Background: an optimization exercise with open tools, aiming at small area. Do not read the settings as production practice. Only simulation tests tie the RTL to the original design; equivalence was not proved. Power and IR drop assume default switching activity.

==> exp/indigo <==
==> flow/design.v (excerpt) <==
module des_top (
    input  wire logic                 clk,
    input  wire logic                 rst_n,
    input  wire logic                 in_valid,
    input  wire des_pkg::des_block_t  key,
    input  wire des_pkg::des_block_t  value,
    output logic                      out_valid,
    output des_pkg::des_block_t       msg
);
    localparam logic [16:0] reg_at = des_pkg::reg_at;
    logic [17*64-1:0] lr_bus;    
    logic [17*56-1:0] cd_bus;    
    logic [16:0]      v_bus;
    logic [63:0] ip_lr;
    logic [55:0] pc1_cd;
    des_input_stage u_input (
        .key    (key),
        .value  (value),
        .lr_out (ip_lr),
        .cd_out (pc1_cd)
    );
    for (genvar k = 0; k <= 16; k++)
    begin : g_node
        logic [63:0] lr_d;
        logic [55:0] cd_d;
        logic        v_d;
        if (k == 0)
        begin : g_in
            assign lr_d = ip_lr;
            assign cd_d = pc1_cd;
            assign v_d  = in_valid;
        end
        else
        begin : g_rnd
            des_round #(
                .round_idx (k-1)
            ) u_round (
                .lr_in  (lr_bus[(k-1)*64 +: 64]),
                .cd_in  (cd_bus[(k-1)*56 +: 56]),
                .lr_out (lr_d),
                .cd_out (cd_d)
            );
            assign v_d = v_bus[k-1];
        end
        if (reg_at[k])
        begin : g_reg
            logic [63:0] lr_q;
            logic [55:0] cd_q;
            logic        v_q;
            always_ff @(posedge clk or negedge rst_n)
            begin
                if (!rst_n)
                    v_q <= 1'b0;
                else
                    v_q <= v_d;
            end
            always_ff @(posedge clk)
            begin
                lr_q <= lr_d;
                cd_q <= cd_d;
            end
            assign lr_bus[k*64 +: 64] = lr_q;
            assign cd_bus[k*56 +: 56] = cd_q;
            assign v_bus[k]           = v_q;
        end
        else
        begin : g_wire
            assign lr_bus[k*64 +: 64] = lr_d;
            assign cd_bus[k*56 +: 56] = cd_d;
            assign v_bus[k]           = v_d;
        end
    end
    des_output_stage u_output (
  ...
==> flow/config.mk <==
export PLATFORM = sky130hd
export DESIGN_NAME = des_top
export DESIGN_NICKNAME = des_top
export VERILOG_FILES = /design/flow/design.v
export SDC_FILE = /design/flow/constraint.sdc
export NUM_CORES = 4
export LEC_CHECK = 0
export ABC_AREA = 1
export CAP_MARGIN = 10
export CORE_MARGIN = 2
export CORE_UTILIZATION = 75
export CTS_BUF_LIST = sky130_fd_sc_hd__clkbuf_8
export GPL_TIMING_DRIVEN = 0
export SETUP_SLACK_MARGIN = 0.15
export SLEW_MARGIN = 10
==> flow/constraint.sdc <==
create_clock -name core_clock -period 4.0 [get_ports {clk}]
set_input_delay 0.8000 -clock core_clock [delete_from_list [all_inputs] [get_ports {clk}]]
set_output_delay 0.8000 -clock core_clock [all_outputs]
set_load 0.01 [all_outputs]
standard.sh (not shown) runs the stock make flow with config.mk's settings and CLKGATE_MAP_FILE= SYNTH_SCRIPT=/design/flow/synth_recipe.tcl, a recipe that flattens the netlist after the stock synthesis.
==> flow/flow/run.sh <==
#!/bin/bash
# Standard ORFS layout; only these differ:
# - synthesis maps with an area-oriented ABC script (flow/my.abc) and skips
#   half-adder extraction; registers are untouched;
# - port buffers are the smallest buffer (repair_design upsizes them if needed);
# - clock tree: clkbuf_8 only, larger sink clusters.
set -euo pipefail
W=$(pwd)
bash standard.sh SYNTH_SCRIPT=$W/flow/my_synth.tcl ADDER_MAP_FILE= \
  "BUFFER_PORTS_ARGS=-buffer_cell sky130_fd_sc_hd__buf_1" \
  "CTS_ARGS=-sink_clustering_enable -repair_clock_nets -buf_list sky130_fd_sc_hd__clkbuf_8 -sink_clustering_size 14 -sink_clustering_max_diameter 70 -dont_use_dummy_load" \
  finish > $W/orfs_flow.log 2>&1
==> flow/flow/my.abc <==
strash
dch -f
map -a
strash
dch -f
amap
strash
dch -f
map -a
strash
dch -f
amap
topo
==> flow/flow/my_synth.tcl <==
# synth_recipe.tcl with one change: the technology mapping step runs the
# ABC script in flow/my.abc instead of ORFS's abc_area.script
proc synth {args} { yosys synth -nofsm -noshare {*}$args }
proc abc {args} {
  set i [lsearch -exact $args -script]
  if { $i >= 0 } {
    set args [lreplace $args $i [expr {$i + 1}] -script [file dirname $::env(SYNTH_SCRIPT)]/my.abc]
  }
  yosys abc {*}$args
}
source $::env(SCRIPTS_DIR)/synth.tcl
# left out here: clear keep_hierarchy, flatten, clean up, hide names made inside functions, write 1_2_yosys.v
==> exp/violet (differences from exp/indigo) <==
CORE_UTILIZATION = 72   (was 75)
==> results.txt <==
	exp/indigo	exp/violet
Internal Power	44.6 mW	44.5 mW
Average wire length per cell after detail routing	20.2 µm	20.1 µm
Cell row count	123	126
Share of final-layout standard cells stronger than drive strength 1	1.71%	1.65%
Combinational power	52.0 mW	51.6 mW
Sequential share of cell area	41.7%	41.6%
Sum of buffers and inverters on the critical path	2	1
Met2 Wirelength	119000 µm	122000 µm
R2R cell count	12	15
Wire length of the first global-routing pass	429000 µm	424000 µm
Peak Freq	0.263 GHz	0.258 GHz
Share of the final layout cell area in multi-input gates	47.9%	47.8%
Clock share of power	9.9%	10.0%
Critical path destination	g_node[13].g_reg.lr_q[25]	g_node[11].g_reg.lr_q[2]
Result of the run	no timing/DRC/antenna violations	no timing/DRC/antenna violations
Areal power density over the cells	1030 nW/µm²	1020 nW/µm²
Design Area, Final	90100 µm²	90400 µm²
Critical-path cell with the highest stage delay	sky130_fd_sc_hd__a32oi_1	sky130_fd_sc_hd__dfxtp_1
Total Nets Final	12.3k	12.3k
Minimum setup slack in the final design	0.194 ns	0.128 ns
Worst R2R End	g_node[13].g_reg.lr_q[25]	g_node[11].g_reg.lr_q[2]
Via total after detailed routing	89.2k	88.5k
Beginning of the worst hold path	key[21]	key[28]

==> v20: inputs <==
Another version of the RTL of des_top (not shown whole).
Settings: LEC_CHECK=0, ABC_AREA=1, CAP_MARGIN=10, CORE_MARGIN=2, CORE_UTILIZATION=72, CTS_BUF_LIST=sky130_fd_sc_hd__clkbuf_8, GPL_TIMING_DRIVEN=0, SETUP_SLACK_MARGIN=0.15, SLEW_MARGIN=10; clock period 4.0 ns.
Scripts as last shown in full above: flow/flow/run.sh, flow/flow/my.abc, flow/flow/my_synth.tcl
==> v2: changes against v20 <==
--- a/flow/config.mk
+++ b/flow/config.mk
@@ -8,7 +8,7 @@
 export ABC_AREA = 1
 export CAP_MARGIN = 10
 export CORE_MARGIN = 2
-export CORE_UTILIZATION = 72
+export CORE_UTILIZATION = 78
 export CTS_BUF_LIST = sky130_fd_sc_hd__clkbuf_8
 export GPL_TIMING_DRIVEN = 0
 export SETUP_SLACK_MARGIN = 0.15
==> v8: changes against v20 <==
--- a/flow/flow/run.sh
+++ b/flow/flow/run.sh
@@ -8,5 +8,5 @@
 W=$(pwd)
 bash standard.sh SYNTH_SCRIPT=$W/flow/my_synth.tcl ADDER_MAP_FILE= \
   "BUFFER_PORTS_ARGS=-buffer_cell sky130_fd_sc_hd__buf_1" \
-  "CTS_ARGS=-sink_clustering_enable -repair_clock_nets -buf_list sky130_fd_sc_hd__clkbuf_8 -sink_clustering_size 14 -sink_clustering_max_diameter 70 -dont_use_dummy_load" \
+  "CTS_ARGS=-sink_clustering_enable -repair_clock_nets -buf_list {sky130_fd_sc_hd__clkbuf_4 sky130_fd_sc_hd__clkbuf_8} -sink_clustering_size 10 -sink_clustering_max_diameter 50" \
   finish > $W/orfs_flow.log 2>&1
--- a/flow/config.mk
+++ b/flow/config.mk
@@ -8,8 +8,8 @@
 export ABC_AREA = 1
 export CAP_MARGIN = 10
 export CORE_MARGIN = 2
-export CORE_UTILIZATION = 72
-export CTS_BUF_LIST = sky130_fd_sc_hd__clkbuf_8
+export CORE_UTILIZATION = 65
+export CTS_BUF_LIST = sky130_fd_sc_hd__clkbuf_4 sky130_fd_sc_hd__clkbuf_8
 export GPL_TIMING_DRIVEN = 0
-export SETUP_SLACK_MARGIN = 0.15
+export SETUP_SLACK_MARGIN = 0.18
 export SLEW_MARGIN = 10
==> notes <==
- v20 ran to the end with no violations. v2 ended with an error in global routing (5_1_grt) (GRT-0116). v8 finished with timing, DRC and antenna clean.
- Of v20 and v8, v8 has the higher power (gap 2.6%, measured against v8).
- In wire length, v8 and v20 hardly differ.
- In v20 the first-iteration DRC count is larger than in v8, by about 22%.
- In v20 the sequential share of layout area is higher than in v8, by 1.1 points.
- In sequential power, v8 and v20 hardly differ.
- In synthesized cell count, v2 and v8 do not differ.
- Combinational power is about the same in v8 and v20.
- In v8 the clock skew is higher than in v20, by 0.014 ns.
- In v20 the non-clock buffer count is lower than in v8, by 79.
- Between v20 and v8, the lower hold slack is in v8 (gap 0.0024 ns).
- Final area: v20 is lower than v8 (about 2.8%).
==> figures <==
item                                                                               v2                        v8                       v20
Capture point of the critical path                                                  -  g_node[6].g_reg.lr_q[25]  g_node[2].g_reg.lr_q[25]
Area growth from synthesis to layout                                                -                    9.231%                    6.212%
Plain + repair buffers                                                              -                       293                       214
Worst setup path start                                                              -   g_node[5].g_reg.lr_q[4]   g_node[1].g_reg.lr_q[4]
Clock tree from TritonCTS                                                           -                     built                     built
Type of the worst setup path                                                        -                   reg2reg                   reg2reg
Status                                                                 did not finish  no timing/DRC/antenna violations  no timing/DRC/antenna violations
Failing step                                                 global routing (5_1_grt)                         -                         -
Final number of max-transition violations                                           -                         0                         0
Biggest cell category by area in the final layout                                   -         multi-input gates         multi-input gates
Pre-CTS worst setup slack                                                  -0.1656 ns                -0.1541 ns               -0.01573 ns
Slowest stage cell on the critical path                                             -  sky130_fd_sc_hd__o31ai_1  sky130_fd_sc_hd__o32ai_1
Vias per Instance                                                                   -                     6.267                     6.540
CP Max Fanout                                                                       -                         7                         9
Worst supply voltage drop on vdd                                                    -                  475.2 uV                  510.9 uV
Wire length on met1                                                                 -                  97.10 mm                  93.09 mm
Cell-internal power                                                                 -                  47.74 mW                  45.38 mW
Power per standard cell area                                                        -              1025 nW/um^2              1027 nW/um^2
Main power-consuming group                                                          -       combinational cells       combinational cells
Static leakage                                                                      -                  35.41 nW                  34.27 nW
Number of resized instances in the post-cts repair step                             4                         5                         3
Count of antenna-violating nets left after detailed routing                         -                         0                         0
Number of buffers created by CTS                                                  151                       215                       153
F_max                                                                               -                0.2651 GHz                0.2580 GHz

## afterwards: timing with drivers on the ports
No port has a modelled driver above. Below, the same layouts with a new extraction and two added sets of constraints.
Step 1 assumes that a clkbuf_16 drives the clock port and a buf_2 every other input.
Step 2 adds t to the input delays and takes it off the output delays; t is the mean of the earliest and latest rising clock arrival at the registers after step 1. Input paths then give back, and output paths get back, about the clock's delay inside the block.
Three values: no drivers, after step 1, after step 2; two values: the first two.
| run | shift t [ns] | setup slack, ns | worst hold slack (ns) | worst setup path after step 2 | worst data-port slew with drivers (ns) |
|---|---|---|---|---|---|
| exp/indigo | 0.976 | 0.194 / 0.194 / -0.060 | 0.000 / -0.055 / 0.316 | input to register | 0.05 |
| exp/violet | 0.953 | 0.128 / 0.128 / -0.339 | 0.056 / -0.005 / 0.316 | input to register | 0.05 |
| v20 | 0.974 | 0.125 / 0.125 / -0.475 | 0.038 / -0.024 / 0.314 | input to register | 0.05 |
| v8 | 1.079 | 0.227 / 0.227 / -0.559 | 0.035 / -0.029 / 0.310 | input to register | 0.07 |
With both steps, setup timing fails in every run listed, where it was met with ideal ports. For v8, which loses most, drivers alone change the setup slack by 0.000 ns; drivers and shift together by -0.786 ns.
